From an optimization exercise on the open Yosys and OpenROAD flow, aimed at a short achievable clock period and few clock cycles; shortcuts taken in it are not production practice.
Function was checked by simulation only, so behaviour that the tests miss may differ from the original.
Power figures rest on the tool's default switching activity, not on a simulated workload.

`flow/run.sh`:
```
#!/bin/bash
# synth_recipe.tcl (not shown) runs the flow's synth.tcl, then flattens the netlist and writes it again
# the make line also repeats each setting of config.mk as NAME=value (left out here)
make -C /OpenROAD-flow-scripts/flow DESIGN_CONFIG=/design/flow/config.mk WORK_HOME=/design/flow/orfs CLKGATE_MAP_FILE= SYNTH_SCRIPT=/design/flow/synth_recipe.tcl finish
```
`flow/constraint.sdc`:
```
create_clock -name core_clock -period 5.0 [get_ports {s_axi_aclk}]
set_input_delay 1.0000 -clock core_clock [delete_from_list [all_inputs] [get_ports {s_axi_aclk}]]
set_output_delay 1.0000 -clock core_clock [all_outputs]
set_load 0.01 [all_outputs]
```
`flow/design.v`:
```
`timescale 1ns/1ns
package axi_lite_pkg;
  typedef logic [31:0] addr_t;
  typedef logic [31:0] data_t;
  typedef logic [3:0] strb_t;
  typedef enum logic [1:0] {
    RESP_OKAY   = 2'b00,
    RESP_SLVERR = 2'b10
  } resp_t;
endpackage
`timescale 1ns/1ns
package spi_flash_pkg;
  typedef logic [7:0]  opcode_t;
  typedef logic [23:0] flash_addr_t;
  typedef logic [3:0]  dummy_t;
  typedef logic [5:0]  data_len_t;
  typedef logic [7:0]  clkdiv_t;
  typedef logic        cs_idx_t;
  typedef enum logic [2:0] {
    ENG_IDLE,
    ENG_COMMAND,
    ENG_ADDRESS,
    ENG_DUMMY,
    ENG_DATA,
    ENG_FINISH
  } engine_state_t;
  typedef enum logic [1:0] {
    XIP_IDLE,
    XIP_WAIT,
    XIP_RESPOND
  } xip_state_t;
endpackage
`timescale 1ns/1ns
module axi_qspi_controller
(
  input  logic       s_axi_aclk,
  input  logic       s_axi_aresetn,
  input  logic       s_axi_awvalid_i,
  input  axi_lite_pkg::addr_t      s_axi_awaddr_i,
  output logic       s_axi_awready_o,
  input  logic       s_axi_wvalid_i,
  input  axi_lite_pkg::data_t      s_axi_wdata_i,
  input  axi_lite_pkg::strb_t      s_axi_wstrb_i,
  output logic       s_axi_wready_o,
  output logic       s_axi_bvalid_o,
  output axi_lite_pkg::resp_t      s_axi_bresp_o,
  input  logic       s_axi_bready_i,
  input  logic       s_axi_arvalid_i,
  input  axi_lite_pkg::addr_t      s_axi_araddr_i,
  output logic       s_axi_arready_o,
  output logic       s_axi_rvalid_o,
  output axi_lite_pkg::data_t      s_axi_rdata_o,
  output axi_lite_pkg::resp_t      s_axi_rresp_o,
  input  logic       s_axi_rready_i,
  output logic       spi_clk_o,
  output logic [1:0] spi_csn_o,
  output logic       spi_sdo_o,
  input  logic       spi_sdi_i
);
  localparam logic [2:0] SEG_HDR = 3'd0;   
  localparam logic [2:0] SEG_DUM = 3'd1;   
  localparam logic [2:0] SEG_DAT = 3'd2;   
  localparam logic [2:0] SEG_XD  = 3'd3;   
  localparam logic [2:0] SEG_END = 3'd4;   
  logic [7:0]  clkdiv;
  logic        cpol;
  logic [7:0]  cmd;
  logic [23:0] addr;
  logic [5:0]  len;
  logic        aen;
  logic [3:0]  dummy;
  logic        wcmd;
  logic [31:0] txdata;
  logic        cs_def;
  logic [31:0] cs_a0, cs_m0, cs_a1, cs_m1;
  logic        cmd_pend;       
  logic        fr_open;        
  logic        fr_xip;         
  logic        st_cs;          
  logic [2:0]  seg;
  logic [5:0]  bl;             
  logic        last;           
  logic        ph;             
  logic [7:0]  wcnt;           
  logic        allow;          
  logic [31:0] tx;
  logic [31:0] rx;
  logic [23:0] sh_a;           
  logic        want;           
  logic        rd_out;         
  logic [23:0] ar_q;
  logic [15:0] g0_q;           
  logic [15:0] g1_q;           
  logic [11:0] ge_q;           
  logic [11:0] off_hi;         
  logic        win_q;          
  logic        ok_q;           
  logic        dec;            
  logic        cs_q;           
  logic        hs_q;           
  logic        pend_new;       
  logic        rv_go;          
  logic        rv_int;         
  logic [31:0] rd_h;           
  logic        rv_go2;         
  logic        rd_out_nx;
  logic [1:0]  cs_sel;         
  assign spi_csn_o = ~cs_sel;
  logic        wr_busy;        
  logic        wr_seen;
  logic        wr_go;
  logic        wr_app;         
  logic [11:0] wq_sel;
  logic        wq_ok;
  logic [31:0] wq_d;
  logic [3:0]  wq_s;
  logic        busy;
  assign busy = cmd_pend | (fr_open & ~fr_xip);
  function automatic logic [31:0] bswap(input logic [31:0] w);
    bswap = {w[7:0], w[15:8], w[23:16], w[31:24]};
  endfunction
  function automatic logic [7:0] mb(input logic [7:0] o, input logic [7:0] d, input logic s);
    mb = s ? d : o;
  endfunction
  function automatic logic [31:0] mw(input logic [31:0] o, input logic [31:0] d, input logic [3:0] s);
    mw = {mb(o[31:24], d[31:24], s[3]), mb(o[23:16], d[23:16], s[2]),
          mb(o[15:8], d[15:8], s[1]), mb(o[7:0], d[7:0], s[0])};
  endfunction
  function automatic logic mapped(input logic [31:0] a);
    mapped = (a[31:12] == 20'h0) && (a[1:0] == 2'b00) && (a[11:2] <= 10'd11);
  endfunction
  function automatic logic [15:0] grp_eq(input logic [31:0] a, input logic [31:0] m,
                                         input logic [31:0] v);
    logic [31:0] x;
    x = (a & m) ^ v;
    for (int i = 0; i < 16; i++) begin
      grp_eq[i] = (x[2*i +: 2] == 2'h0);
    end
  endfunction
  logic [15:0] ge_w;
  assign ge_w = grp_eq({8'h0, s_axi_araddr_i[23:0]}, 32'h00FF_FFFF, {8'h0, sh_a});
  logic        d_cs;
  logic        d_on;
  logic        d_hit;
  logic        d_miss;
  logic        d_far;
  logic [31:0] d_val;
  assign d_cs   = (&g0_q) ? 1'b0 : (&g1_q) ? 1'b1 : cs_def;
  assign d_on   = fr_open & fr_xip & (st_cs == d_cs) & (&ge_q);
  assign d_hit  = dec & win_q & d_on;
  assign d_miss = dec & win_q & ~d_on;
  assign d_far  = dec & win_q & fr_xip & ~(&ge_q);
  logic [11:0] rsel_q;
  always_comb begin
    d_val = ({32{rsel_q[0]}}  & {23'h0, cpol, clkdiv}) |
            ({32{rsel_q[1]}}  & {24'h0, cmd}) |
            ({32{rsel_q[2]}}  & {8'h0, addr}) |
            ({32{rsel_q[3]}}  & {15'h0, wcmd, dummy, 3'h0, aen, 2'h0, len}) |
            ({32{rsel_q[4]}}  & txdata) |
            ({32{rsel_q[5]}}  & rx) |
            ({32{rsel_q[6]}}  & {31'h0, busy}) |
            ({32{rsel_q[7]}}  & {31'h0, cs_def}) |
            ({32{rsel_q[8]}}  & cs_a0) |
            ({32{rsel_q[9]}}  & cs_m0) |
            ({32{rsel_q[10]}} & cs_a1) |
            ({32{rsel_q[11]}} & cs_m1);
  end
  logic close_st;
  logic close_now;
  logic xd_last;
  logic xhold;
  logic step;
  logic lead_clk;
  logic trail;
  logic deliver;
  logic rx_en;
  logic [31:0] word;
  assign close_st  = fr_xip ? (pend_new | wr_seen) : (seg == SEG_END);
  assign close_now = fr_open & ~ph & (close_st | d_far);
  assign xd_last   = (seg == SEG_XD) & last;
  assign xhold     = xd_last & ~want & ~hs_q;
  assign step      = fr_open & ~ph & allow;
  assign lead_clk  = step & ~close_st & ~d_far;
  assign trail     = fr_open & ph & allow & (~xhold | close_st);
  assign word      = {rx[30:0], spi_sdi_i};
  assign deliver   = ph & allow & xd_last & (want | hs_q);
  assign rx_en     = ph & allow & ((seg == SEG_XD && !last) || (seg == SEG_DAT && !wcmd));
  assign rd_out_nx = (s_axi_arvalid_i & ~rd_out) | (rd_out & ~(rv_int & s_axi_rready_i));
  assign wr_go = s_axi_awvalid_i & s_axi_wvalid_i & ~wr_busy & ~fr_open & ~cmd_pend & ~pend_new;
  always_ff @(posedge s_axi_aclk) begin
    if (!rd_out) begin
      ar_q <= s_axi_araddr_i[23:0];
      g0_q <= grp_eq(s_axi_araddr_i, cs_m0, cs_a0);
      g1_q <= grp_eq(s_axi_araddr_i, cs_m1, cs_a1);
      ge_q <= ge_w[11:0];
    end
    if (dec) begin
      cs_q   <= d_cs;
      off_hi <= ar_q[23:12] - 12'h001;
      for (int i = 0; i < 12; i++) begin
        rsel_q[i] <= ok_q && (ar_q[5:2] == 4'(i));
      end
    end
    if (!wr_busy) begin
      for (int i = 0; i < 12; i++) begin
        wq_sel[i] <= (s_axi_awaddr_i[11:2] == 10'(i));
      end
      wq_ok <= mapped(s_axi_awaddr_i);
      wq_d  <= s_axi_wdata_i;
      wq_s  <= s_axi_wstrb_i;
    end
    if (!fr_open) begin
      if (cmd_pend) begin
        tx <= {cmd, addr};
      end else begin
        tx   <= {8'h03, off_hi, ar_q[11:0]};
        sh_a <= ar_q;
      end
    end else begin
      if (step) begin
        tx <= {tx[30:0], 1'b0};
      end
      if (ph && allow && last && seg[2:1] == 2'b00) begin
        tx <= txdata;
      end
      if (deliver) begin
        sh_a <= sh_a + 24'd4;
      end
    end
    if (rv_go || deliver) begin
      rd_h <= rv_go ? d_val : bswap(word);
    end
    s_axi_rdata_o <= deliver ? bswap(word) : rd_h;
    s_axi_rresp_o <= (~win_q & ~ok_q) ? axi_lite_pkg::RESP_SLVERR : axi_lite_pkg::RESP_OKAY;
    s_axi_bresp_o <= wq_ok ? axi_lite_pkg::RESP_OKAY : axi_lite_pkg::RESP_SLVERR;
    s_axi_awready_o <= wr_go;
    s_axi_wready_o  <= wr_go;
    s_axi_arready_o <= ~rd_out_nx;
    spi_clk_o <= fr_open ? (spi_clk_o ^ (lead_clk | trail)) : cpol;
    spi_sdo_o <= fr_open & (step ? tx[31] : spi_sdo_o);
  end
  always_ff @(posedge s_axi_aclk or negedge s_axi_aresetn) begin
    if (!s_axi_aresetn) begin
      clkdiv   <= 8'd4;
      cpol     <= 1'b0;
      cmd      <= '0;
      addr     <= '0;
      len      <= '0;
      aen      <= 1'b0;
      dummy    <= '0;
      wcmd     <= 1'b0;
      txdata   <= '0;
      cs_def   <= 1'b0;
      cs_a0    <= '0;
      cs_m0    <= '0;
      cs_a1    <= '0;
      cs_m1    <= '0;
      cmd_pend <= 1'b0;
      fr_open  <= 1'b0;
      fr_xip   <= 1'b0;
      st_cs    <= 1'b0;
      seg      <= SEG_HDR;
      bl       <= '0;
      last     <= 1'b0;
      ph       <= 1'b0;
      wcnt     <= '0;
      allow    <= 1'b0;
      rx       <= '0;
      want     <= 1'b0;
      cs_sel    <= 2'b00;
      rd_out   <= 1'b0;
      win_q    <= 1'b0;
      ok_q     <= 1'b0;
      dec      <= 1'b0;
      hs_q     <= 1'b0;
      pend_new <= 1'b0;
      rv_go    <= 1'b0;
      rv_go2   <= 1'b0;
      s_axi_rvalid_o  <= 1'b0;
      rv_int   <= 1'b0;
      wr_busy  <= 1'b0;
      wr_seen  <= 1'b0;
      wr_app   <= 1'b0;
      s_axi_bvalid_o  <= 1'b0;
    end else begin
      wr_seen <= s_axi_awvalid_i | s_axi_wvalid_i;
      wr_app <= s_axi_awready_o;
      if (wr_go) begin
        wr_busy <= 1'b1;
      end else if (s_axi_bvalid_o && s_axi_bready_i) begin
        wr_busy <= 1'b0;
      end
      if (s_axi_bvalid_o && s_axi_bready_i) begin
        s_axi_bvalid_o <= 1'b0;
      end
      if (wr_app) begin
        s_axi_bvalid_o <= 1'b1;
        if (wq_ok) begin
          if (wq_sel[0]) begin
            clkdiv <= mb(clkdiv, wq_d[7:0], wq_s[0]);
            if (wq_s[1]) cpol <= wq_d[8];
          end
          if (wq_sel[1]) cmd <= mb(cmd, wq_d[7:0], wq_s[0]);
          if (wq_sel[2]) addr <= {mb(addr[23:16], wq_d[23:16], wq_s[2]),
                                  mb(addr[15:8], wq_d[15:8], wq_s[1]),
                                  mb(addr[7:0], wq_d[7:0], wq_s[0])};
          if (wq_sel[3]) begin
            if (wq_s[0]) len <= wq_d[5:0];
            if (wq_s[1]) begin
              aen   <= wq_d[8];
              dummy <= wq_d[15:12];
            end
            if (wq_s[2]) wcmd <= wq_d[16];
          end
          if (wq_sel[4]) txdata <= mw(txdata, wq_d, wq_s);
          if (wq_sel[6] && wq_s[0] && wq_d[0]) cmd_pend <= 1'b1;
          if (wq_sel[7] && wq_s[0]) cs_def <= wq_d[0];
          if (wq_sel[8])  cs_a0 <= mw(cs_a0, wq_d, wq_s);
          if (wq_sel[9])  cs_m0 <= mw(cs_m0, wq_d, wq_s);
          if (wq_sel[10]) cs_a1 <= mw(cs_a1, wq_d, wq_s);
          if (wq_sel[11]) cs_m1 <= mw(cs_m1, wq_d, wq_s);
        end
      end
      dec   <= s_axi_arvalid_i & ~rd_out;
      hs_q  <= d_hit;
      rv_go  <= dec & ~win_q;
      rv_go2 <= rv_go;
      if (!rd_out) begin
        win_q <= (s_axi_araddr_i[31:12] != 20'h0);
        ok_q  <= mapped(s_axi_araddr_i);
      end
      rd_out <= rd_out_nx;
      if (s_axi_rvalid_o && s_axi_rready_i) begin
        s_axi_rvalid_o <= 1'b0;
      end
      if (rv_int && s_axi_rready_i) begin
        rv_int <= 1'b0;
      end
      if (rv_go2 || deliver) begin
        s_axi_rvalid_o <= 1'b1;
        rv_int         <= 1'b1;
      end
      if (d_miss) begin
        pend_new <= 1'b1;
      end
      if (!fr_open) begin
        ph        <= 1'b0;
        wcnt      <= clkdiv;
        allow     <= (clkdiv == 8'd0);
        if (cmd_pend) begin
          cmd_pend  <= 1'b0;
          fr_open   <= 1'b1;
          fr_xip    <= 1'b0;
          cs_sel    <= cs_def ? 2'b10 : 2'b01;
          seg       <= SEG_HDR;
          bl        <= aen ? 6'd32 : 6'd8;
          last      <= 1'b0;
          rx        <= '0;
        end else if (pend_new) begin
          pend_new  <= 1'b0;
          fr_open   <= 1'b1;
          fr_xip    <= 1'b1;
          st_cs     <= cs_q;
          cs_sel    <= cs_q ? 2'b10 : 2'b01;
          seg       <= SEG_HDR;
          bl        <= 6'd32;
          last      <= 1'b0;
          want      <= 1'b1;
        end
      end else begin
        if (close_now) begin
          fr_open   <= 1'b0;
          fr_xip    <= 1'b0;
          cs_sel    <= 2'b00;
          want      <= 1'b0;
        end
        if (lead_clk || trail) begin
          ph        <= ~ph;
        end
        if (step || trail) begin
          wcnt  <= clkdiv;
          allow <= (clkdiv == 8'd0);
        end else begin
          if (wcnt != 8'd0) wcnt <= wcnt - 8'd1;
          allow <= (wcnt <= 8'd1);
        end
        if (rx_en) begin
          rx <= word;
        end
        if (trail) begin
          if (!last) begin
            bl   <= bl - 6'd1;
            last <= (bl == 6'd2);
          end else begin
            case (seg)
              SEG_HDR: begin
                if (fr_xip) begin
                  seg  <= SEG_XD;
                  bl   <= 6'd32;
                  last <= 1'b0;
                end else if (dummy != 4'h0) begin
                  seg  <= SEG_DUM;
                  bl   <= {2'b00, dummy};
                  last <= (dummy == 4'd1);
                end else if (len != 6'd0) begin
                  seg  <= SEG_DAT;
                  bl   <= len;
                  last <= (len == 6'd1);
                end else begin
                  seg  <= SEG_END;
                end
              end
              SEG_DUM: begin
                if (len != 6'd0) begin
                  seg  <= SEG_DAT;
                  bl   <= len;
                  last <= (len == 6'd1);
                end else begin
                  seg  <= SEG_END;
                end
              end
              SEG_XD: begin
                bl   <= 6'd32;
                last <= 1'b0;
              end
              default: seg <= SEG_END;
            endcase
          end
        end
      end
      if (deliver) begin
        want <= 1'b0;
      end else if (hs_q) begin
        want <= 1'b1;
      end
    end
  end
endmodule
```
`flow/config.mk`:
```
export PLATFORM = sky130hd
export DESIGN_NAME = axi_qspi_controller
export DESIGN_NICKNAME = axi_qspi_controller
export VERILOG_FILES = /design/flow/design.v
export SDC_FILE = /design/flow/constraint.sdc
export NUM_CORES = 4
export LEC_CHECK = 0
export CAP_MARGIN = 20
export CORE_MARGIN = 2
export CORE_UTILIZATION = 40
export CTS_CLUSTER_DIAMETER = 60
export CTS_CLUSTER_SIZE = 24
export SETUP_SLACK_MARGIN = 2.95
export SLEW_MARGIN = 20
```
==> impl_metrics.ini, run 1 <==
[status]
status = no timing/DRC/antenna violations

[logic_synthesis]
ys_seq_area_share_pct = 60.4
yosys.area.top_type_share_pct = 29.2
async_flop_share_pct = 51.8
syn_area_mm2 = 0.0245
synth_edf_count = 229
yosysWarningCount = 1
synth_top_cells_by_count = dfrtp_1 (286), mux2_2 (253), edfxtp_1 (229), nand2_1 (208), nor2_1 (151)
synthTopCellsByArea = dfrtp_1 (29%), edfxtp_1 (28%), mux2_2 (12%), nand2_1 (3.2%), dfxtp_1 (3.1%)
synth_cell_types = 68
yosysTopAreaCell = dfrtp_1
ys_ff_latch = 554
yosysMostFrequentCell = dfrtp_1
synthFlopType = dfrtp_1
postSynthCellCount = 1959
syn_avg_cell_area_um2 = 12.5

[floorplanning]
num_rows = 90
fp.dieArea_mm2 = 0.0633
core_mm2 = 0.0605
initial_utilization_pct = 40.6
die_w_um = 252
ioPinCount = 153
die_y_um = 252

[global_route]
use_met3_pct = 3.48
grt_start_max_net_pins = 108
top_usage_layer = met2
met1_usage_pct = 33.1
grt-ovfl-total = 0
antenna_found_initial = 3
met2_usage_pct = 39.9
grt_pass1_vias = 17300
grt_usage_pct = 24.4
grt_pass1_wl_um = 114000

[route]
routed_via_density = 5.91
dr.pass1.iters = 7
postRouteWirelength_um = 78000
ant_nets = 0
drtIter0Drc = 1810
vias = 17400
avgRoutedWirePerCell_um = 26.5
drcViolationCount = 0

[sta]
setup_viol = 0
relSlewSlack_pct = 30.2
hold_viol = 0
finalSetupTns_ns = 0
fin_skew_ns = 0.0262
fmax_mhz = 464
worstMarginPinSlew_ns = 1.04
period_needed_ns = 2.16
rsz0062_at_grt = yes
fin_crit_sh_pct = 43.1
setup_slack_ns = 2.84
drv_slew = 0

[clocking]
insertion_delay_ns = 0.59
cts.sinks = 554
clockBufferDepth = 3
cts_tree = done
tritoncts.num_buffers = 39
cts-root-buf = clkbuf_16
clkSlewWorstSetupHoldPaths_ns = 0.09
htreeDepth = 2

[placement]
place_hpwl_um = 52700
dp_cells = 2829
post_dp_cell_area_mm2 = 0.0269
routabilityCongestion = 0.901
dp_slack_ns = 1.68
portBuffers = 150

[power_and_ir_drop]
peakVddDrop_uv = 260
p_sw_uw = 3440
seq_power_share_pct = 50.6
power.internal_uw = 7780
powerDensity_mw_per_mm2 = 387
p_comb_share_pct = 17.8
p_clk_share_pct = 31.6
power_switching_share_pct = 30.6
p_leak_uw = 0.0118

[min_path]
hold_path_class = register to register
hp-start = s_axi_awready_o

[layout]
drive_gt1_share_pct = 24.1
final_nets = 2242
finalInstanceArea_mm2 = 0.0290
area_growth_pct = 18.1
fin_cells = 2942
final_util_pct = 47.9

[critical_path]
cp.arrival_ns = 1.16
crit_type = register to output port
startpoint_type = register
worstPathRequired_ns = 4.00
cp-startpoint = cs_sel[0]
path_max_fanout = 3
cp-end-kind = output port
rr_startpoint = allow

[run]
maxCapViolations = 0
flip-flops by register name (all words and copies together) (netlist names), 32 cells and up:
name / count
cs_a0: 32
cs_a1: 32
cs_m0: 32
cs_m1: 32
rd_h: 32
rx: 32
s_axi_rdata_o: 32
tx: 32
txdata: 32
wq_d: 32
critical path: stages (launching register included):
cell and delay, ns:
dfrtp_1 0.41, inv_2 0.07, buf_6 0.09
final cells by class:
class / instances / area (µm²)
repair buffers: 211 / 2110
repair inverters: 1 / 7.51
well taps: 782 / 978
diodes: 2 / 5.00
clock inverters: 27 / 334
fillers: 5339 / 31500
inverters: 29 / 119
clock buffers: 44 / 1070
flip-flops and latches: 554 / 14900
multi-input cells: 1292 / 9450
routing by layer:
layer / routed length (µm) / share of wire, % / up-vias
met5: 0 / 0 / -
met4: 2930 / 3.8 / 0
met3: 5270 / 6.8 / 142
met2: 36900 / 47 / 764
met1: 32900 / 42 / 8906
li1: - / - / 7583
placed cells by master, fill, tap and decap left out, types with 11 or more instances in the layout:
cell,n
buf_4,45
o21ai_0,26
a21oi_1,65
buf_6,33
a222oi_1,13
dfrtp_1,275
clkdlybuf4s50_1,90
xnor2_1,76
nand4_1,28
buf_2,13
a22o_1,25
a211oi_1,24
a41oi_1,23
edfxtp_1,229
and3_1,14
inv_1,24
mux2_2,253
nor2b_1,30
xor2_1,46
nor4_1,16
dfxtp_2,25
nor3_1,19
a22oi_1,59
nand2_1,201
a221oi_1,24
clkbuf_16,43
dlygate4sd2_1,12
dfxtp_1,11
mux2i_1,39
nand3_1,46
nor2_1,150
cell families (layout without fill, tap and decap cells):
group / after synthesis / count (layout) / synth area share, %
flops: 554 / 554 / 60.4
simple gates: 560 / 562 / 10.5
buf+inv: 116 / 312 / 2.00
compound gates: 305 / 305 / 9.04
xor+xnor: 122 / 122 / 4.36
mux: 295 / 295 / 13.3
fa+ha+maj: 6 / 6 / 0.306
other cells: 1 / 4 / 0.0153
worst paths after layout:
check	to	slack, ns	depth (start not counted)
min in group asynchronous	bl[1]	0.44	1
max in group asynchronous	cs_a1[20]	3.35	2
worst max register to register	rd_h[14]	2.99	6
worst max-delay path	spi_csn_o[0]	2.84	2
worst min register to register	wr_app	0.40	0
worst min-delay path	wr_app	0.40	0
stage by stage:
step | power [µW] | hold WS (ns)
floorplan | 6800 | 0.370
global placement | 7470 | 0.355
detailed placement | 7520 | 0.362
CTS | 11200 | 0.386
global route | 11700 | 0.408
finish | 11200 | 0.398
repair_timing:
item / in CTS / in global routing
resized for setup: 246 / 65
gates cloned: 3 / 1
pin swaps: 9 / 7
endpoints found under the setup margin: 282 / 248
hold buffers: 0 / 0
buffers inserted: 23 / 13
power by group through the flow:
stage,logic (µW),clock network [µW],registers [µW]
after detailed placement,1670,0,5840
after global placement,1640,0,5830
after floorplan,1220,0,5580
final,2000,3550,5670
after CTS,1950,3610,5650
after global routing,2170,3770,5710
Testbench counts, summed over its fixed seeds: cycles 141,600.
==> run 2, diff against run 1 <==
--- a/flow/config.mk
+++ b/flow/config.mk
@@ -11,4 +11,4 @@
 export CTS_CLUSTER_DIAMETER = 60
 export CTS_CLUSTER_SIZE = 24
-export SETUP_SLACK_MARGIN = 2.95
+export SETUP_SLACK_MARGIN = 2.9
 export SLEW_MARGIN = 20
==> impl_metrics.ini, run 2 <==
[logic_synthesis]
yosys.area.top_type_share_pct = 29.2
syn_area_mm2 = 0.0245
async_flop_share_pct = 51.8
syn_avg_cell_area_um2 = 12.5
synth_top_cells_by_count = dfrtp_1 (286), mux2_2 (253), edfxtp_1 (229), nand2_1 (208), nor2_1 (151)
yosysMostFrequentCell = dfrtp_1
ys_seq_area_share_pct = 60.4
postSynthCellCount = 1959
synthTopCellsByArea = dfrtp_1 (29%), edfxtp_1 (28%), mux2_2 (12%), nand2_1 (3.2%), dfxtp_1 (3.1%)
synth_cell_types = 68
synthFlopType = dfrtp_1
synth_edf_count = 229
yosysWarningCount = 1
ys_ff_latch = 554
yosysTopAreaCell = dfrtp_1

[min_path]
hold_path_class = register to register
hold_path_depth = 0

[critical_path]
critPathTopFamily = flip-flops
critical_path_cell_count = 2
cp_cell_sequence = inv_1 -> buf_2
cp-end-kind = output port
worstPathRequired_ns = 4.00
crit_path_top_delay_cell = dfrtp_1
path_max_fanout = 2
cp.arrival_ns = 1.17
startpoint_type = register
crit_type = register to output port
rr_worst_depth = 3
crit_buf_inv = 2
cpPeakStageDelay_ns = 0.39

[clocking]
holdBufCountCts = 0
clockBufferDepth = 3
clkSlewWorstSetupHoldPaths_ns = 0.08
cts.sinks = 554
htreeDepth = 2
tritoncts.num_buffers = 41
cts_tree = done
cts-root-buf = clkbuf_16
insertion_delay_ns = 0.62

[power_and_ir_drop]
p_clk_share_pct = 32.6
powerDensity_mw_per_mm2 = 396
power_switching_share_pct = 30.8
power.internal_uw = 7860
p_leak_uw = 0.0118
p_total_uw = 11400
peakVddDrop_uv = 237
seq_power_share_pct = 49.9
p_comb_share_pct = 17.4
p_sw_uw = 3490

[global_route]
grt-ovfl-total = 0
antenna_found_initial = 5
grt_pass1_vias = 17700
grt_pass1_wl_um = 116000
grt_start_max_net_pins = 94
grt_usage_pct = 24.9

[sta]
fin_skew_ns = 0.0218
period_needed_ns = 2.17
setup_viol = 0
fin_crit_sh_pct = 43.4
finalSetupTns_ns = 0
hold_viol = 0
fmax_mhz = 461
relSlewSlack_pct = 39.2
worstMarginPinSlew_ns = 0.911
drv_slew = 0
setup_slack_ns = 2.83
rsz0062_at_grt = yes

[route]
routed_via_density = 5.87
postRouteWirelength_um = 78100
dr.pass1.iters = 7
avgRoutedWirePerCell_um = 26.6
drcViolationCount = 0
vias = 17300
ant_nets = 0
drtIter0Drc = 1825

[layout]
drive_gt1_share_pct = 22.4
finalInstanceArea_mm2 = 0.0287
layout_commonest_cell = dfrtp_1
fin_cells = 2939
area_growth_pct = 17.0
mostFrequentLayoutCells = dfrtp_1 (279), mux2_2 (253), edfxtp_1 (229), nand2_1 (202), nor2_1 (150)
final_nets = 2235

[placement]
dp_cells = 2831
routabilityCongestion = 0.892
place_hpwl_um = 52900
portBuffers = 150
post_dp_cell_area_mm2 = 0.0269
dp_slack_ns = 1.59

[floorplanning]
die_y_um = 252
fp.dieArea_mm2 = 0.0633
die_w_um = 252
initial_utilization_pct = 40.6
num_rows = 90
core_mm2 = 0.0605
ioPinCount = 153

[status]
status = no timing/DRC/antenna violations

[run]
maxCapViolations = 0
## run 2: per-layer routing
layer  global-route usage (%)  part of all wire (%)  vias up
met4                     11.1                   4.5        2
met1                     32.9                    42     8857
met2                     40.6                    47      656
met3                     3.84                   6.2      176
met5                        0                 0.014        -
li1                         -                     -     7575
## run 2: final timing paths
check	from	to	slack (ns)
worst max-delay path	cs_sel[1]	spi_csn_o[1]	2.83
worst min-delay path	s_axi_awready_o	wr_app	0.40
worst max register to register	wr_app	cs_m0[1]	2.91
worst min register to register	s_axi_awready_o	wr_app	0.40
max in group asynchronous	s_axi_aresetn	txdata[16]	3.45
min in group asynchronous	s_axi_aresetn	cs_a0[13]	0.42
## run 2: cells by family after synthesis
logic type / share of synthesized area [%]
buffers and inverters: 2.00
other: 0.0153
AO/OA/AOI/OAI: 9.04
multiplexers: 13.3
XOR/XNOR: 4.36
adder cells (fa/ha/maj): 0.306
AND/OR/NAND/NOR: 10.5
flip-flops: 60.4
## run 2: timing repair
action | in CTS | in global routing
gates resized for setup | 224 | 23
endpoints found under the setup margin | 254 | 122
pin swaps | 8 | 5
buffers inserted | 20 | 5
cloned | 4 | 0
## run 2: power by group through the flow
stage                     Combinational [µW]  Clock [µW]  Sequential [µW]
after floorplan                         1220           0             5580
after global placement                  1650           0             5820
after detailed placement                1680           0             5830
after CTS                               1960        3780             5650
after global routing                    2170        3930             5710
final                                   1980        3710             5670
## run 2: final cells by class
type / count / area [µm²]
diodes: 3 / 7.51
fillers: 5295 / 31800
repair inverters: 1 / 7.51
repair buffers: 201 / 1840
well taps: 782 / 978
multi-input cells: 1293 / 9420
inverters: 29 / 113
flip-flops and latches: 554 / 14800
clock buffers: 46 / 1110
clock inverters: 30 / 377
## run 2: per-stage QoR
step | utilization [%] | hold WS, ns
3_3_place_gp | 44.4 | 0.365
3_5_place_dp | 44.4 | 0.377
5_1_grt | 47.4 | 0.410
4_1_cts | 47.3 | 0.405
2_1_floorplan | - | 0.370
6_report | 47.5 | 0.401
==> run 3, diff against run 2 <==
==> flow/flow/run.sh (new file) <==
#!/bin/bash
# The standard layout, with plain buffers (not delay cells) on the ports.
set -euo pipefail
export BUFFER_PORTS_ARGS="-buffer_cell sky130_fd_sc_hd__buf_2"
bash standard.sh > standard_flow.log 2>&1
==> flow/standard.sh (new file) <==
#!/bin/bash
# synth_recipe.tcl (not shown) runs the flow's synth.tcl, then flattens the netlist and writes it again
# the make line also repeats each setting of config.mk as NAME=value (left out here)
make -C /OpenROAD-flow-scripts/flow DESIGN_CONFIG=/design/flow/config.mk WORK_HOME=/design/flow/orfs CLKGATE_MAP_FILE= SYNTH_SCRIPT=/design/flow/synth_recipe.tcl "${@:-finish}"
removed: flow/run.sh
==> impl_metrics.ini, run 3 <==
[layout]
area_growth_pct = 14.5
mostFrequentLayoutCells = dfrtp_1 (277), mux2_2 (253), edfxtp_1 (229), nand2_1 (204), nor2_1 (149)
drive_gt1_share_pct = 27.8
layout_commonest_cell = dfrtp_1
final_nets = 2220

[floorplanning]
die_w_um = 252
core_mm2 = 0.0605
num_rows = 90
initial_utilization_pct = 40.6
ioPinCount = 153
die_y_um = 252
fp.dieArea_mm2 = 0.0633

[sta]
relSlewSlack_pct = 39.8
finalSetupTns_ns = 0
period_needed_ns = 2.14
setup_viol = 0
hold_viol = 0
drv_slew = 0
hold-worst-slack_ns = 0.366
fmax_mhz = 468
rsz0062_at_grt = yes
fin_crit_sh_pct = 42.8
worstMarginPinSlew_ns = 0.901
fin_skew_ns = 0.0389

[route]
wl_met1_um = 31300
wl_met2_um = 35500
dr.pass1.iters = 5
drtIter0Drc = 1693
postRouteWirelength_um = 75900
drcViolationCount = 0
wl_met3_um = 5640
highest_layer = met5
ant_nets = 0
routed_via_density = 5.82
avgRoutedWirePerCell_um = 26.0
vias = 17000

[logic_synthesis]
yosysMostFrequentCell = dfrtp_1
synth_top_family_by_area = multiplexers
synthXorXnorAreaFrac_pct = 4.36
yosys.area_share.simple_pct = 10.5
ys_seq_area_share_pct = 60.4
syn_avg_cell_area_um2 = 12.5
synth_fa_ha_area_share_pct = 0.306
yosysWarningCount = 1
syn_area_mm2 = 0.0245
postSynthCellCount = 1959
synth_cell_types = 68
synthFlopType = dfrtp_1
ys_ff_latch = 554
synth_top_cells_by_count = dfrtp_1 (286), mux2_2 (253), edfxtp_1 (229), nand2_1 (208), nor2_1 (151)
synthTopCellsByArea = dfrtp_1 (29%), edfxtp_1 (28%), mux2_2 (12%), nand2_1 (3.2%), dfxtp_1 (3.1%)
yosysTopAreaCell = dfrtp_1
yosys.area.top_type_share_pct = 29.2
synthMuxAreaShare_pct = 13.3
synth_compound_area_share_pct = 9.04
async_flop_share_pct = 51.8
synth_edf_count = 229

[min_path]
hold_path_class = register to register

[critical_path]
cp.arrival_ns = 1.14
cp-end-kind = output port
cp_cell_sequence = buf_2
startpoint_type = register
crit_type = register to output port
crit_buf_inv = 1
path_max_fanout = 3
worstPathRequired_ns = 4.00
cpPeakStageDelay_ns = 0.40
crit_path_top_delay_cell = dfrtp_1
critPathTopFamily = flip-flops

[global_route]
grt_pass1_vias = 17000
antenna_found_initial = 2
grt-ovfl-total = 0
grt_usage_pct = 23.9
grt_start_max_net_pins = 95
grt_pass1_wl_um = 112000

[clocking]
holdBufCountCts = 0
tritoncts.num_buffers = 41
cts_tree = done
insertion_delay_ns = 0.61
clockBufferDepth = 3
clkSlewWorstSetupHoldPaths_ns = 0.09
cts-root-buf = clkbuf_16
cts.sinks = 554
htreeDepth = 2

[power_and_ir_drop]
p_total_uw = 11200
peakVddDrop_uv = 252
p_comb_share_pct = 16.1
seq_power_share_pct = 50.9
power.internal_uw = 7770
powerDensity_mw_per_mm2 = 400
p_leak_uw = 0.0117
power_switching_share_pct = 30.8
p_clk_share_pct = 33.1
p_sw_uw = 3450

[status]
status = no timing/DRC/antenna violations

[placement]
routabilityCongestion = 0.864
place_hpwl_um = 52400
portBuffers = 150

[run]
maxCapViolations = 0
-- run 3: cell counts after synthesis --
Identical to the previous run, type by type.
-- run 3: final cells by class --
cell class	instances	area [µm²]
tap	782	978
multi-input combinational	1291	9350
inverter	29	113
clock buffer	45	1080
timing repair buffer	188	1250
fill	5366	32400
timing repair inverter	1	7.51
clock inverter	31	408
antenna	2	5.00
sequential	554	14900
-- run 3: routing by layer --
layer  vias to the layer above  global-route usage [%]
li1                       7540                       -
met1                      8608                    31.8
met5                         -                       0
met4                         2                    10.8
met2                       723                    38.3
met3                       151                    4.44
-- run 3: final timing paths --
path	from	end	slack, ns	cells after the start
max	s_axi_bvalid_o	s_axi_bvalid_o	2.86	1
min	s_axi_awready_o	wr_app	0.37	0
max reg2reg	fr_open	bl[5]	2.93	7
min reg2reg	s_axi_awready_o	wr_app	0.37	0
max in group asynchronous	s_axi_aresetn	len[0]	3.46	2
min in group asynchronous	s_axi_aresetn	allow	0.39	1
-- run 3: metrics by stage --
stage | utilization [%] | cells | worst slack, ns | cell area (µm²)
after floorplan | - | 1960 | 2.91 | 24600
after global placement | 43.2 | 2830 | 2.07 | 26100
after detailed placement | 43.2 | 2830 | 1.95 | 26100
after CTS | 46.2 | 2918 | 2.83 | 28000
after global routing | 46.4 | 2921 | 2.82 | 28100
final | 46.4 | 2923 | 2.86 | 28100
-- run 3: kinds of logic (layout without fill, tap and decap cells) --
group,Yosys count,after routing
compound gates,305,305
xor+xnor,122,122
fa+ha+maj,6,6
buf+inv,116,294
flops,554,554
mux,295,295
other cells,1,4
simple gates,560,561
-- run 3: power by group through the flow --
stage,clock (µW),combinational [µW],sequential [µW]
6_report,3710,1800,5710
5_1_grt,3940,1990,5760
4_1_cts,3780,1780,5700
3_5_place_dp,0,1620,5840
3_3_place_gp,0,1580,5820
2_1_floorplan,0,1220,5580
-- run 3: what timing repair did --
item	CTS	global route
endpoints found under the setup margin	254	171
hold endpoints to repair	0	0
pin swaps	3	4
resized for setup	68	27
setup buffers	10	3
gates cloned	2	0
-- run 3: worst register-to-register path: stages, from the launching register on --
cell	delay [ns]
dfrtp_4	0.62
inv_1	0.09
buf_4	0.31
nand2_4	0.23
buf_4	0.28
nor2_1	0.17
nor2_1	0.06
a22o_1	0.20
==> run 4, diff against run 3 <==
--- a/flow/design.v
+++ b/flow/design.v
@@ -76,4 +76,5 @@
   logic        cmd_pend;       
   logic        fr_open;        
+  logic        fr_open_d;      
   logic        fr_xip;         
   logic        st_cs;          
@@ -112,4 +113,5 @@
   logic        wr_app;         
   logic [11:0] wq_sel;
+  logic [11:0] we_q;           
   logic        wq_ok;
   logic [31:0] wq_d;
@@ -210,5 +212,5 @@
       wq_s  <= s_axi_wstrb_i;
     end
-    if (!fr_open) begin
+    if (!fr_open_d) begin
       if (cmd_pend) begin
         tx <= {cmd, addr};
@@ -258,4 +260,5 @@
       cmd_pend <= 1'b0;
       fr_open  <= 1'b0;
+      fr_open_d <= 1'b0;
       fr_xip   <= 1'b0;
       st_cs    <= 1'b0;
@@ -280,4 +283,5 @@
       rv_int   <= 1'b0;
       wr_busy  <= 1'b0;
+      we_q     <= '0;
       wr_seen  <= 1'b0;
       wr_app   <= 1'b0;
@@ -286,4 +290,12 @@
       wr_seen <= s_axi_awvalid_i | s_axi_wvalid_i;
       wr_app <= s_axi_awready_o;
+      for (int i = 0; i < 12; i++) begin
+        we_q[i] <= s_axi_awready_o & wq_ok & wq_sel[i];
+      end
+      if (!fr_open_d) begin
+        fr_open_d <= cmd_pend | pend_new;
+      end else if (close_now) begin
+        fr_open_d <= 1'b0;
+      end
       if (wr_go) begin
         wr_busy <= 1'b1;
@@ -296,14 +308,16 @@
       if (wr_app) begin
         s_axi_bvalid_o <= 1'b1;
-        if (wq_ok) begin
-          if (wq_sel[0]) begin
+      end
+      begin
+        begin
+          if (we_q[0]) begin
             clkdiv <= mb(clkdiv, wq_d[7:0], wq_s[0]);
             if (wq_s[1]) cpol <= wq_d[8];
           end
-          if (wq_sel[1]) cmd <= mb(cmd, wq_d[7:0], wq_s[0]);
-          if (wq_sel[2]) addr <= {mb(addr[23:16], wq_d[23:16], wq_s[2]),
+          if (we_q[1]) cmd <= mb(cmd, wq_d[7:0], wq_s[0]);
+          if (we_q[2]) addr <= {mb(addr[23:16], wq_d[23:16], wq_s[2]),
                                   mb(addr[15:8], wq_d[15:8], wq_s[1]),
                                   mb(addr[7:0], wq_d[7:0], wq_s[0])};
-          if (wq_sel[3]) begin
+          if (we_q[3]) begin
             if (wq_s[0]) len <= wq_d[5:0];
             if (wq_s[1]) begin
@@ -313,11 +327,11 @@
             if (wq_s[2]) wcmd <= wq_d[16];
           end
-          if (wq_sel[4]) txdata <= mw(txdata, wq_d, wq_s);
-          if (wq_sel[6] && wq_s[0] && wq_d[0]) cmd_pend <= 1'b1;
-          if (wq_sel[7] && wq_s[0]) cs_def <= wq_d[0];
-          if (wq_sel[8])  cs_a0 <= mw(cs_a0, wq_d, wq_s);
-          if (wq_sel[9])  cs_m0 <= mw(cs_m0, wq_d, wq_s);
-          if (wq_sel[10]) cs_a1 <= mw(cs_a1, wq_d, wq_s);
-          if (wq_sel[11]) cs_m1 <= mw(cs_m1, wq_d, wq_s);
+          if (we_q[4]) txdata <= mw(txdata, wq_d, wq_s);
+          if (we_q[6] && wq_s[0] && wq_d[0]) cmd_pend <= 1'b1;
+          if (we_q[7] && wq_s[0]) cs_def <= wq_d[0];
+          if (we_q[8])  cs_a0 <= mw(cs_a0, wq_d, wq_s);
+          if (we_q[9])  cs_m0 <= mw(cs_m0, wq_d, wq_s);
+          if (we_q[10]) cs_a1 <= mw(cs_a1, wq_d, wq_s);
+          if (we_q[11]) cs_m1 <= mw(cs_m1, wq_d, wq_s);
         end
       end
==> flow/run.sh (new file) <==
#!/bin/bash
# synth_recipe.tcl (not shown) runs the flow's synth.tcl, then flattens the netlist and writes it again
# the make line also repeats each setting of config.mk as NAME=value (left out here)
make -C /OpenROAD-flow-scripts/flow DESIGN_CONFIG=/design/flow/config.mk WORK_HOME=/design/flow/orfs CLKGATE_MAP_FILE= SYNTH_SCRIPT=/design/flow/synth_recipe.tcl finish
--- a/flow/config.mk
+++ b/flow/config.mk
@@ -11,4 +11,4 @@
 export CTS_CLUSTER_DIAMETER = 60
 export CTS_CLUSTER_SIZE = 24
-export SETUP_SLACK_MARGIN = 2.9
+export SETUP_SLACK_MARGIN = 3.0
 export SLEW_MARGIN = 20
removed: flow/flow/run.sh
removed: flow/standard.sh
==> impl_metrics.ini, run 4 <==
[status]
status = no timing/DRC/antenna violations

[logic_synthesis]
syn_area_mm2 = 0.0249
synth_top_cells_by_count = dfrtp_1 (298), mux2_2 (256), edfxtp_1 (229), nand2_1 (206), nor2_1 (152)
yosysMostFrequentCell = dfrtp_1
syn_avg_cell_area_um2 = 12.6
synth_edf_count = 229
yosysTopAreaCell = dfrtp_1
synthTopCellsByArea = dfrtp_1 (30%), edfxtp_1 (28%), mux2_2 (12%), nand2_1 (3.1%), xnor2_1 (3.1%)
synthFlopType = dfrtp_1
yosysWarningCount = 1
yosys.area.top_type_share_pct = 30.0
synth_cell_types = 71
ys_ff_latch = 566
async_flop_share_pct = 52.8
ys_seq_area_share_pct = 60.8
postSynthCellCount = 1974

[clocking]
tritoncts.num_buffers = 43
cts_tree = done
cts.sinks = 566
cts-root-buf = clkbuf_16
clkSlewWorstSetupHoldPaths_ns = 0.10
clockBufferDepth = 3
htreeDepth = 2
holdBufCountCts = 0
insertion_delay_ns = 0.60

[critical_path]
cp-end-kind = output port
critical_path_cell_count = 2
rr_startpoint = seg[2]
r2r_slack_ns = 3.05
critPathTopFamily = flip-flops
rr_worst_depth = 4
worstPathRequired_ns = 4.00
startpoint_type = register
crit_buf_inv = 2
cpPeakStageDelay_ns = 0.39
path_max_fanout = 2
cp.arrival_ns = 1.15
crit_type = register to output port
r2r_end = rd_h[25]
cp_cell_sequence = inv_1 -> buf_2
crit_path_top_delay_cell = dfrtp_1

[layout]
mostFrequentLayoutCells = dfrtp_1 (288), mux2_2 (256), edfxtp_1 (229), nand2_1 (205), nor2_1 (148)
final_util_pct = 48.0
drive_gt1_share_pct = 24.4
final_nets = 2259
nFillCells = 5509
finalInstanceArea_mm2 = 0.0296
area.sequential_mm2 = 0.0152
area_growth_pct = 18.7
multiInputGateArea_mm2 = 0.00953
layout_commonest_cell = dfrtp_1

[sta]
hold_viol = 0
fmax_mhz = 465
fin_crit_sh_pct = 43.1
worstMarginPinSlew_ns = 0.971
relSlewSlack_pct = 35.3
period_needed_ns = 2.15
hold-worst-slack_ns = 0.439
fin_skew_ns = 0.0268
rsz0062_at_grt = yes
drv_slew = 0
finalSetupTns_ns = 0
setup_viol = 0

[power_and_ir_drop]
power_switching_share_pct = 34.6
powerDensity_mw_per_mm2 = 491
p_comb_share_pct = 24.5
p_clk_share_pct = 26.3
power.internal_uw = 9480
p_leak_uw = 0.0120
peakVddDrop_uv = 310
seq_power_share_pct = 49.2
p_sw_uw = 5020

[floorplanning]
ioPinCount = 153
num_rows = 91
core_mm2 = 0.0616
die_y_um = 253
die_w_um = 253
initial_utilization_pct = 40.4
fp.dieArea_mm2 = 0.0642

[min_path]
hold_path_class = input port to async pin

[run]
maxCapViolations = 0

[route]
postRouteWirelength_um = 79100
drtIter0Drc = 1449
dr.pass1.iters = 6
routed_via_density = 5.74
drcViolationCount = 0
avgRoutedWirePerCell_um = 26.2
vias = 17300
ant_nets = 0

[global_route]
antenna_found_initial = 4
grt_start_max_net_pins = 109
grt_pass1_vias = 17500
grt_usage_pct = 24.5
grt_pass1_wl_um = 116000
grt-ovfl-total = 0

[placement]
portBuffers = 150
post_dp_cell_area_mm2 = 0.0273
place_hpwl_um = 52500
routabilityCongestion = 0.869
-- run 4: cell count changes after synthesis, moves of 6 or more --
| cell | before | now |
|---|---|---|
| nand4_1 | 28 | 19 |
| xnor2_1 | 76 | 87 |
| buf_4 | 4 | 10 |
| dfrtp_1 | 286 | 298 |
| o21ai_0 | 27 | 44 |
| mux2i_1 | 39 | 27 |
| nor3_1 | 23 | 29 |
| nand3_1 | 48 | 22 |
-- run 4: cell type report --
class,count,area share (%)
Tap cell,837,3.54
Sequential cell,566,51.4
Timing Repair Buffer,207,7.09
Inverter,27,0.360
Antenna cell,2,0.0169
Clock inverter,33,1.41
Clock buffer,46,3.90
Timing Repair inverter,1,0.0254
Multi-Input combinational cell,1299,32.3
-- run 4: what timing repair did --
action / CTS / global route
buffers inserted: 18 / 16
setup endpoints to repair: 327 / 223
resized for setup: 285 / 43
pin swaps: 9 / 5
hold endpoints to repair: 0 / 0
gates cloned: 5 / 2
-- run 4: logic make-up (layout without fill, tap and decap cells) --
family	count (synthesis)	after routing	share of synthesized area, %
buf+inv	114	314	2.07
compound gates	344	346	9.79
simple gates	531	533	9.85
other cells	1	4	0.0151
xor+xnor	128	128	4.50
fa+ha+maj	6	6	0.302
mux	284	284	12.7
flops	566	566	60.8
-- run 4: how the worst max path moves through the flow --
stage / startpoint / to / slack [ns]
finish: cs_sel[1] / spi_csn_o[1] / 2.85
floorplan: s_axi_araddr_i[14] / ok_q / 2.98
global placement: s_axi_araddr_i[17] / ok_q / 1.72
CTS: s_axi_awready_o / s_axi_awready_o / 2.73
detailed placement: s_axi_araddr_i[17] / ok_q / 1.78
global route: cs_sel[1] / spi_csn_o[1] / 2.80
-- run 4: power groups by stage --
stage | sequential (µW) | combinational, µW | clock [µW]
6_report | 7140 | 3550 | 3810
5_1_grt | 7240 | 3870 | 4050
4_1_cts | 7120 | 3340 | 3890
3_5_place_dp | 7220 | 3170 | 0
3_3_place_gp | 7180 | 3110 | 0
2_1_floorplan | 6680 | 2400 | 0
-- run 4: stage by stage --
stage / power (µW) / worst slack, ns / cells
floorplan: 9080 / 2.98 / 1975
global placement: 10300 / 1.72 / 2896
global route: 15200 / 2.80 / 3016
CTS: 14300 / 2.73 / 2998
finish: 14500 / 2.85 / 3018
detailed placement: 10400 / 1.78 / 2896
-- run 4: layer usage --
layer	vias to the layer above	wire length, µm	global-route usage, %
li1	7636	-	-
met1	8928	33400	33.0
met2	612	38600	41.2
met3	144	4540	2.72
met4	0	2610	8.01
met5	-	0	0
Testbench counts of run 4, summed over its fixed seeds: cycles 141,600.
==> run 5, diff against run 4 <==
==> flow/flow/run.sh (new file) <==
#!/bin/bash
# The standard layout, with plain buffers (not delay cells) on the ports.
set -euo pipefail
export BUFFER_PORTS_ARGS="-buffer_cell sky130_fd_sc_hd__buf_2"
bash standard.sh > standard_flow.log 2>&1
==> flow/standard.sh (new file) <==
#!/bin/bash
# synth_recipe.tcl (not shown) runs the flow's synth.tcl, then flattens the netlist and writes it again
# the make line also repeats each setting of config.mk as NAME=value (left out here)
make -C /OpenROAD-flow-scripts/flow DESIGN_CONFIG=/design/flow/config.mk WORK_HOME=/design/flow/orfs CLKGATE_MAP_FILE= SYNTH_SCRIPT=/design/flow/synth_recipe.tcl "${@:-finish}"
--- a/flow/config.mk
+++ b/flow/config.mk
@@ -9,6 +9,6 @@
 export CORE_MARGIN = 2
 export CORE_UTILIZATION = 40
-export CTS_CLUSTER_DIAMETER = 60
-export CTS_CLUSTER_SIZE = 24
+export CTS_CLUSTER_DIAMETER = 50
+export CTS_CLUSTER_SIZE = 20
 export SETUP_SLACK_MARGIN = 3.0
 export SLEW_MARGIN = 20
removed: flow/run.sh
==> impl_metrics.ini, run 5 <==
[clocking]
cts-root-buf = clkbuf_16
cts_tree = done
htreeDepth = 2
clockBufferDepth = 3
tritoncts.num_buffers = 54
cts.sinks = 566
clkSlewWorstSetupHoldPaths_ns = 0.07
holdBufCountCts = 0
insertion_delay_ns = 0.62

[sta]
finalSetupTns_ns = 0
period_needed_ns = 2.16
worstMarginPinSlew_ns = 0.896
fmax_mhz = 463
drv_slew = 0
fin_crit_sh_pct = 43.2
setup_viol = 0
relSlewSlack_pct = 40.3
rsz0062_at_grt = yes
hold_viol = 0
fin_skew_ns = 0.0188

[critical_path]
r2r_slack_ns = 3.04
crit_path_top_delay_cell = dfrtp_1
worstPathRequired_ns = 4.00
cpPeakStageDelay_ns = 0.39
startpoint_type = register
cp.arrival_ns = 1.16
crit_type = register to output port
path_max_fanout = 2
cp-end-kind = output port
cp_cell_sequence = inv_2 -> buf_6

[global_route]
grt_usage_pct = 24.3
antenna_found_initial = 2
grt_pass1_vias = 17200
grt_pass1_wl_um = 115000
grt-ovfl-total = 0
grt_start_max_net_pins = 108

[logic_synthesis]
async_flop_share_pct = 52.8
syn_area_mm2 = 0.0249
syn_avg_cell_area_um2 = 12.6
synth_edf_count = 229
synth_cell_types = 71
yosysWarningCount = 1
synthTopCellsByArea = dfrtp_1 (30%), edfxtp_1 (28%), mux2_2 (12%), nand2_1 (3.1%), xnor2_1 (3.1%)
ys_seq_area_share_pct = 60.8
yosysTopAreaCell = dfrtp_1
yosys.area.top_type_share_pct = 30.0
synth_top_cells_by_count = dfrtp_1 (298), mux2_2 (256), edfxtp_1 (229), nand2_1 (206), nor2_1 (152)
ys_ff_latch = 566
postSynthCellCount = 1974
synthFlopType = dfrtp_1
yosysMostFrequentCell = dfrtp_1

[route]
routed_via_density = 5.70
wl_met2_um = 36900
drcViolationCount = 0
wl_met3_um = 4680
avgRoutedWirePerCell_um = 25.5
ant_nets = 0
wl_met1_um = 33000
dr.pass1.iters = 6
vias = 17400
drtIter0Drc = 1649
highest_layer = met4
postRouteWirelength_um = 77600

[layout]
final_util_pct = 47.8
area_growth_pct = 18.3
mostFrequentLayoutCells = dfrtp_1 (289), mux2_2 (256), edfxtp_1 (229), nand2_1 (206), nor2_1 (149)
layout_commonest_cell = dfrtp_1
final_nets = 2276
drive_gt1_share_pct = 29.7
nFillCells = 5423

[power_and_ir_drop]
p_sw_uw = 5090
p_comb_share_pct = 23.1
power_switching_share_pct = 33.5
p_clk_share_pct = 29.9
power.internal_uw = 10100
seq_power_share_pct = 47.0
powerDensity_mw_per_mm2 = 516
peakVddDrop_uv = 285
p_leak_uw = 0.0121

[floorplanning]
initial_utilization_pct = 40.4
die_y_um = 253
die_w_um = 253
ioPinCount = 153
num_rows = 91
core_mm2 = 0.0616
fp.dieArea_mm2 = 0.0642

[run]
maxCapViolations = 0

[status]
status = no timing/DRC/antenna violations

[placement]
place_hpwl_um = 51900
routabilityCongestion = 0.872
portBuffers = 150

[min_path]
hold_path_class = input port to async pin
[run 5: cell counts after synthesis]
Identical to the previous run, type by type.
[run 5: timing repair]
item                                    in CTS  in global routing
buffers inserted                            28                 13
endpoints found under the setup margin     308                143
gates resized for setup                     84                 37
pin swaps                                    2                  2
cloned                                       8                  0
hold endpoints to repair                     0                  0
[run 5: worst max-delay path, delay by kind of cell (launching register included)]
kind,cells,cell delay [ns]
buf+inv,2,0.15
flops,1,0.39
[run 5: per-layer routing]
metal | vias up | GRT usage, %
li1 | 7684 | -
met1 | 8877 | 33.2
met3 | 134 | 2.81
met2 | 668 | 39.7
met5 | - | 0
met4 | 0 | 9.65
[run 5: worst paths after layout]
kind | endpoint | startpoint | cells after the start
min in group core_clock | s_axi_bvalid_o | wr_app | 1
worst max register to register | rd_h[31] | seg[0] | 6
worst min register to register | s_axi_bvalid_o | wr_app | 1
worst max-delay path | spi_csn_o[0] | cs_sel[0] | 2
worst min-delay path | last | s_axi_aresetn | 1
max in group asynchronous | cs_m0[18] | s_axi_aresetn | 2
[run 5: through the flow]
step	hold slack (ns)	std cells	power [µW]	setup WS [ns]	area, µm²
2_1_floorplan	0.370	1975	9080	2.98	24900
3_3_place_gp	0.414	2894	10200	2.16	26500
3_5_place_dp	0.435	2894	10300	2.07	26500
4_1_cts	0.443	3032	15100	2.78	29200
5_1_grt	0.460	3046	15900	2.80	29400
6_report	0.390	3047	15200	2.84	29400
[run 5: kinds of logic (layout without fill, tap and decap cells)]
group	after synthesis	count (layout)	share of synthesized area [%]
other	1	4	0.0151
DFF	566	566	60.8
muxes	284	284	12.7
and+or+nand+nor	531	533	9.85
buffers and inverters	114	342	2.07
adders and majority gates	6	6	0.302
xor gates and xnor gates	128	128	4.50
AOI/OAI and AO/OA	344	347	9.79
[run 5: cell type report]
class                           count  area, µm²  area share (%)
Tap cell                          837       1050            3.56
Timing Repair inverter              1       7.51          0.0255
Timing Repair Buffer              212       1640            5.57
Clock buffer                       61       1460            4.97
Clock inverter                     41        505            1.72
Antenna cell                        2       5.00          0.0170
Multi-Input combinational cell   1300       9490            32.2
Inverter                           27        106           0.361
Sequential cell                   566      15200            51.6
[run 5: power groups by stage]
stage | sequential [µW] | combinational (µW) | clock, µW
2_1_floorplan | 6680 | 2400 | 0
3_3_place_gp | 7210 | 3010 | 0
3_5_place_dp | 7230 | 3090 | 0
4_1_cts | 7130 | 3400 | 4600
5_1_grt | 7250 | 3810 | 4790
6_report | 7140 | 3510 | 4540
==> run 6, diff against run 5 <==
--- a/flow/config.mk
+++ b/flow/config.mk
@@ -9,6 +9,6 @@
 export CORE_MARGIN = 2
 export CORE_UTILIZATION = 40
-export CTS_CLUSTER_DIAMETER = 50
-export CTS_CLUSTER_SIZE = 20
+export CTS_CLUSTER_DIAMETER = 40
+export CTS_CLUSTER_SIZE = 16
 export SETUP_SLACK_MARGIN = 3.0
 export SLEW_MARGIN = 20
==> impl_metrics.ini, run 6 <==
[status]
status = no timing/DRC/antenna violations

[clocking]
insertion_delay_ns = 0.64
clkSlewWorstSetupHoldPaths_ns = 0.06
cts.sinks = 566
htreeDepth = 3
tritoncts.num_buffers = 85
holdBufCountCts = 0
cts-root-buf = clkbuf_16
clockBufferDepth = 3
cts_tree = done

[sta]
fmax_mhz = 463
hold_viol = 0
drv_slew = 0
fin_skew_ns = 0.0192
worstMarginPinSlew_ns = 0.844
relSlewSlack_pct = 43.7
period_needed_ns = 2.16
fin_crit_sh_pct = 43.2
setup_viol = 0
finalSetupTns_ns = 0
rsz0062_at_grt = yes

[logic_synthesis]
synthFlopType = dfrtp_1
synthMuxAreaShare_pct = 12.7
synth_top_family_by_area = multiplexers
synth_fa_ha_area_share_pct = 0.302
postSynthCellCount = 1974
synth_top_cells_by_count = dfrtp_1 (298), mux2_2 (256), edfxtp_1 (229), nand2_1 (206), nor2_1 (152)
syn_area_mm2 = 0.0249
ys_seq_area_share_pct = 60.8
synth_edf_count = 229
synth_compound_area_share_pct = 9.79
yosysTopAreaCell = dfrtp_1
synth_cell_types = 71
yosys.area_share.simple_pct = 9.85
synthTopCellsByArea = dfrtp_1 (30%), edfxtp_1 (28%), mux2_2 (12%), nand2_1 (3.1%), xnor2_1 (3.1%)
yosys.area.top_type_share_pct = 30.0
synthXorXnorAreaFrac_pct = 4.50
async_flop_share_pct = 52.8
yosysMostFrequentCell = dfrtp_1
ys_ff_latch = 566
yosysWarningCount = 1
syn_avg_cell_area_um2 = 12.6

[critical_path]
crit_buf_inv = 2
cpPeakStageDelay_ns = 0.38
cp-end-kind = output port
crit_type = register to output port
crit_path_top_delay_cell = dfrtp_1
startpoint_type = register
path_max_fanout = 2
cp_cell_sequence = inv_2 -> buf_6
cp.arrival_ns = 1.16
worstPathRequired_ns = 4.00
critPathTopFamily = flip-flops

[power_and_ir_drop]
powerDensity_mw_per_mm2 = 550
peakVddDrop_uv = 281
p_leak_uw = 0.0126
p_total_uw = 16700

[route]
postRouteWirelength_um = 77700
routed_via_density = 5.67
drtIter0Drc = 1677
ant_nets = 0
vias = 17600
dr.pass1.iters = 7
drcViolationCount = 0
avgRoutedWirePerCell_um = 25.1

[global_route]
grt_pass1_wl_um = 115000
grt_start_max_net_pins = 108
grt_usage_pct = 24.4
grt_pass1_vias = 17500
grt-ovfl-total = 0
antenna_found_initial = 1

[run]
maxCapViolations = 0

[placement]
place_hpwl_um = 51900
routabilityCongestion = 0.872
dp_cells = 2894
portBuffers = 150

[layout]
drive_gt1_share_pct = 31.3
layout_commonest_cell = dfrtp_1
nFillCells = 5317
fin_cells = 3101
area_growth_pct = 22.1
area.sequential_mm2 = 0.0152
final_nets = 2303
mostFrequentLayoutCells = dfrtp_1 (288), mux2_2 (256), edfxtp_1 (229), nand2_1 (205), nor2_1 (149)
multiInputGateArea_mm2 = 0.00947

[floorplanning]
die_y_um = 253
fp.dieArea_mm2 = 0.0642
ioPinCount = 153
core_mm2 = 0.0616
num_rows = 91
initial_utilization_pct = 40.4
die_w_um = 253

[min_path]
hold_path_class = input port to async pin
==> run 6: what timing repair did <==
item                       CTS  global route
pin swaps                    2             2
buffers inserted            27            12
cloned                       6             0
setup endpoints to repair  308           159
resized for setup           86            34
==> run 6: worst paths after layout <==
path | startpoint | to | cells after the start | slack [ns]
max in group asynchronous | s_axi_aresetn | txdata[18] | 2 | 3.44
worst min-delay path | s_axi_aresetn | wcnt[3] | 1 | 0.44
worst max-delay path | cs_sel[0] | spi_csn_o[0] | 2 | 2.84
worst min register to register | wr_app | s_axi_bvalid_o | 1 | 0.44
min in group core_clock | wr_app | s_axi_bvalid_o | 1 | 0.44
worst max register to register | wcmd | rx[0] | 4 | 3.04
==> run 6: layout make-up <==
class	instances	area share (%)
Tap cell	837	3.45
Multi-Input combinational cell	1299	31.2
Timing Repair inverter	1	0.0165
Clock inverter	64	2.28
Timing Repair Buffer	209	5.24
Antenna cell	2	0.0165
Sequential cell	566	50.0
Clock buffer	96	7.51
Inverter	27	0.350
==> run 6: cells by family (layout without fill, tap and decap cells) <==
kind of cell             count (synthesis)  count (layout)
AO/OA/AOI/OAI                          344             346
flip-flops                             566             566
buffers and inverters                  114             397
adder cells (fa/ha/maj)                  6               6
AND/OR/NAND/NOR                        531             533
multiplexers                           284             284
other                                    1               4
XOR/XNOR                               128             128
==> run 6: per-layer routing <==
metal	track usage [%]	routed length (µm)	up-vias
met5	0	0	-
met4	9.59	2860	0
met3	3.59	4290	143
met2	39.5	37100	685
met1	32.9	33500	8991
li1	-	-	7762
==> run 6: report_power, final <==
group	leakage, µW	switching [µW]	internal [µW]	total, µW
Sequential	0.00657	1090	6080	7170
Clock	0.00145	2420	3710	6130
Combinational	0.00457	1920	1500	3420
Total	0.0126	5430	11300	16700
==> run 6: metrics by stage <==
stage | hold slack [ns] | setup slack, ns | area [µm²] | util, %
2_1_floorplan | 0.370 | 2.98 | 24900 | -
3_3_place_gp | 0.414 | 2.16 | 26500 | 43.0
3_5_place_dp | 0.435 | 2.07 | 26500 | 43.0
4_1_cts | 0.445 | 2.77 | 30200 | 49.0
5_1_grt | 0.463 | 2.79 | 30400 | 49.3
6_report | 0.440 | 2.84 | 30400 | 49.3
==> run 7, diff against run 6 <==
--- a/flow/config.mk
+++ b/flow/config.mk
@@ -8,7 +8,7 @@
 export CAP_MARGIN = 20
 export CORE_MARGIN = 2
-export CORE_UTILIZATION = 40
-export CTS_CLUSTER_DIAMETER = 40
-export CTS_CLUSTER_SIZE = 16
+export CORE_UTILIZATION = 60
+export CTS_CLUSTER_DIAMETER = 60
+export CTS_CLUSTER_SIZE = 24
 export SETUP_SLACK_MARGIN = 3.0
 export SLEW_MARGIN = 20
==> impl_metrics.ini, run 7 <==
[layout]
antenna_cells = 0
fin_cells = 2699
area.sequential_mm2 = 0.0152
layout_commonest_cell = dfrtp_1
drive_gt1_share_pct = 28.1
final_nets = 2251
area_growth_pct = 13.5
nFillCells = 2965
mostFrequentLayoutCells = dfrtp_1 (288), mux2_2 (256), edfxtp_1 (229), nand2_1 (206), nor2_1 (149)
multiInputGateArea_mm2 = 0.00943

[clocking]
tritoncts.num_buffers = 39
cts_tree = done
insertion_delay_ns = 0.60
cts.sinks = 566
cts-root-buf = clkbuf_16
clkSlewWorstSetupHoldPaths_ns = 0.09
clockBufferDepth = 3
htreeDepth = 2

[logic_synthesis]
synth_edf_count = 229
yosysWarningCount = 1
ys_ff_latch = 566
yosysTopAreaCell = dfrtp_1
async_flop_share_pct = 52.8
ys_seq_area_share_pct = 60.8
synthTopCellsByArea = dfrtp_1 (30%), edfxtp_1 (28%), mux2_2 (12%), nand2_1 (3.1%), xnor2_1 (3.1%)
yosys.area.top_type_share_pct = 30.0
postSynthCellCount = 1974
synthFlopType = dfrtp_1
synth_cell_types = 71
syn_avg_cell_area_um2 = 12.6
syn_area_mm2 = 0.0249
yosysMostFrequentCell = dfrtp_1
synth_top_cells_by_count = dfrtp_1 (298), mux2_2 (256), edfxtp_1 (229), nand2_1 (206), nor2_1 (152)

[min_path]
hp-start = s_axi_awready_o
hold_path_class = register to register

[critical_path]
rr_startpoint = sh_a[3]
cp-startpoint = cs_sel[0]
cp.arrival_ns = 1.12
path_max_fanout = 2
r2r_slack_ns = 3.03
worstPathRequired_ns = 4.00
cp-end-kind = output port
crit_type = register to output port
startpoint_type = register

[run]
maxCapViolations = 0

[global_route]
top_usage_layer = met2
grt-ovfl-total = 0
use_met3_pct = 5.08
antenna_found_initial = 2
met2_usage_pct = 54.1
grt_usage_pct = 33.6
met1_usage_pct = 45.1
grt_start_max_net_pins = 103
grt_pass1_wl_um = 108000
grt_pass1_vias = 17200

[floorplanning]
initial_utilization_pct = 60.8
die_w_um = 208
fp.dieArea_mm2 = 0.0431
core_mm2 = 0.0409
num_rows = 74
ioPinCount = 153
die_y_um = 208

[sta]
drv_slew = 0
setup_viol = 0
hold_viol = 0
rsz0062_at_grt = yes
worstMarginPinSlew_ns = 0.884
relSlewSlack_pct = 41.1
setup_slack_ns = 2.88
fin_crit_sh_pct = 42.4
period_needed_ns = 2.12
fin_skew_ns = 0.0301
finalSetupTns_ns = 0
fmax_mhz = 471

[route]
drtIter0Drc = 1802
postRouteWirelength_um = 73200
drcViolationCount = 0
dr.pass1.iters = 6
routed_via_density = 6.38
ant_nets = 0
vias = 17200
avgRoutedWirePerCell_um = 27.1

[placement]
dp_cells = 2591
routabilityCongestion = 0.894
dp_slack_ns = 2.34
portBuffers = 150
place_hpwl_um = 49100

[status]
status = no timing/DRC/antenna violations

[power_and_ir_drop]
p_leak_uw = 0.0118
p_total_uw = 14000
powerDensity_mw_per_mm2 = 495
peakVddDrop_uv = 342
[run 7: critical path: stages (launching register included)]
cell and delay, ns:
dfrtp_1 0.38, inv_1 0.05, buf_2 0.12
[run 7: final timing paths]
| kind | end | cells past startpoint |
|---|---|---|
| min in group asynchronous | bl[4] | 1 |
| worst max-delay path | spi_csn_o[0] | 2 |
| worst max register to register | sh_a[22] | 6 |
| max in group asynchronous | cs_m0[5] | 2 |
| worst min-delay path | wr_app | 0 |
| worst min register to register | wr_app | 0 |
[run 7: final cells by class]
cell class,instances,share of cell area [%]
Inverter,27,0.376
Timing Repair Buffer,204,5.39
Tap cell,532,2.36
Clock buffer,46,3.70
Multi-Input combinational cell,1298,33.4
Timing Repair inverter,1,0.0266
Sequential cell,566,53.7
Clock inverter,25,1.04
[run 7: logic make-up (layout without fill, tap and decap cells)]
family	Yosys count	count (layout)	share of synthesized area, %
AOI/OAI and AO/OA	344	345	9.79
xor gates and xnor gates	128	128	4.50
adders and majority gates	6	6	0.302
buffers and inverters	114	303	2.07
DFF	566	566	60.8
muxes	284	284	12.7
other	1	2	0.0151
and+or+nand+nor	531	533	9.85
[run 7: metrics by stage]
step	area [µm²]	hold WS (ns)	util (%)
final	28300	0.409	69.0
after global routing	28300	0.418	69.0
after CTS	28000	0.410	68.4
after detailed placement	26100	0.413	63.9
after global placement	26100	0.410	63.9
after floorplan	24900	0.370	-
[run 7: routing by layer]
metal  vias to the layer above  share of wire, %
met1                      8627                40
met5                         -                 0
met3                       201               7.4
met2                       790                47
li1                       7608                 -
met4                         0               5.6
[run 7: report_power, final]
part | total (µW) | internal [µW] | leakage, µW | switching [µW]
Clock | 3450 | 1660 | 0.000654 | 1800
Sequential | 7170 | 6070 | 0.00657 | 1100
Combinational | 3370 | 1510 | 0.00454 | 1860
[run 7: timing repair]
item,in CTS,in global routing
pin swaps,4,1
setup buffers,22,10
endpoints found under the setup margin,303,230
gates resized for setup,72,34
gates cloned,3,2
hold buffers,0,0

-- static timing again, ports no longer ideal --
How much do the figures lean on ideal ports? The routed layouts below were timed once more, with nothing changed but the port constraints. Step 1: set_driving_cell puts a clkbuf_16 on s_axi_aclk and a buf_2 on each other input, an assumption about the parent block. Step 2 times the ports against the registers' clock, not the clock port: input delays grow and output delays shrink by t, the midpoint of the rising clock arrivals with the driver on. Three values: no drivers, after step 1, after step 2; two values: the first two.
run	shift t [ns]	slack for setup (ns)	hold slack, ns
run 1	0.640	2.844 / 2.786 / 2.369	0.398 / 0.398 / 0.398
run 2	0.662	2.830 / 2.770 / 2.272	0.401 / 0.401 / 0.401
run 3	0.651	2.862 / 2.801 / 2.334	0.366 / 0.366 / 0.366
run 4	0.653	2.847 / 2.785 / 2.421	0.439 / 0.426 / 0.440
run 5	0.676	2.842 / 2.781 / 2.512	0.390 / 0.383 / 0.439
run 6	0.688	2.839 / 2.779 / 2.365	0.440 / 0.432 / 0.442
run 7	0.642	2.878 / 2.821 / 2.425	0.409 / 0.409 / 0.409
After both steps every run listed still meets setup and hold. For run 2, which loses most, drivers alone change the setup slack by -0.060 ns; drivers and shift together by -0.558 ns.
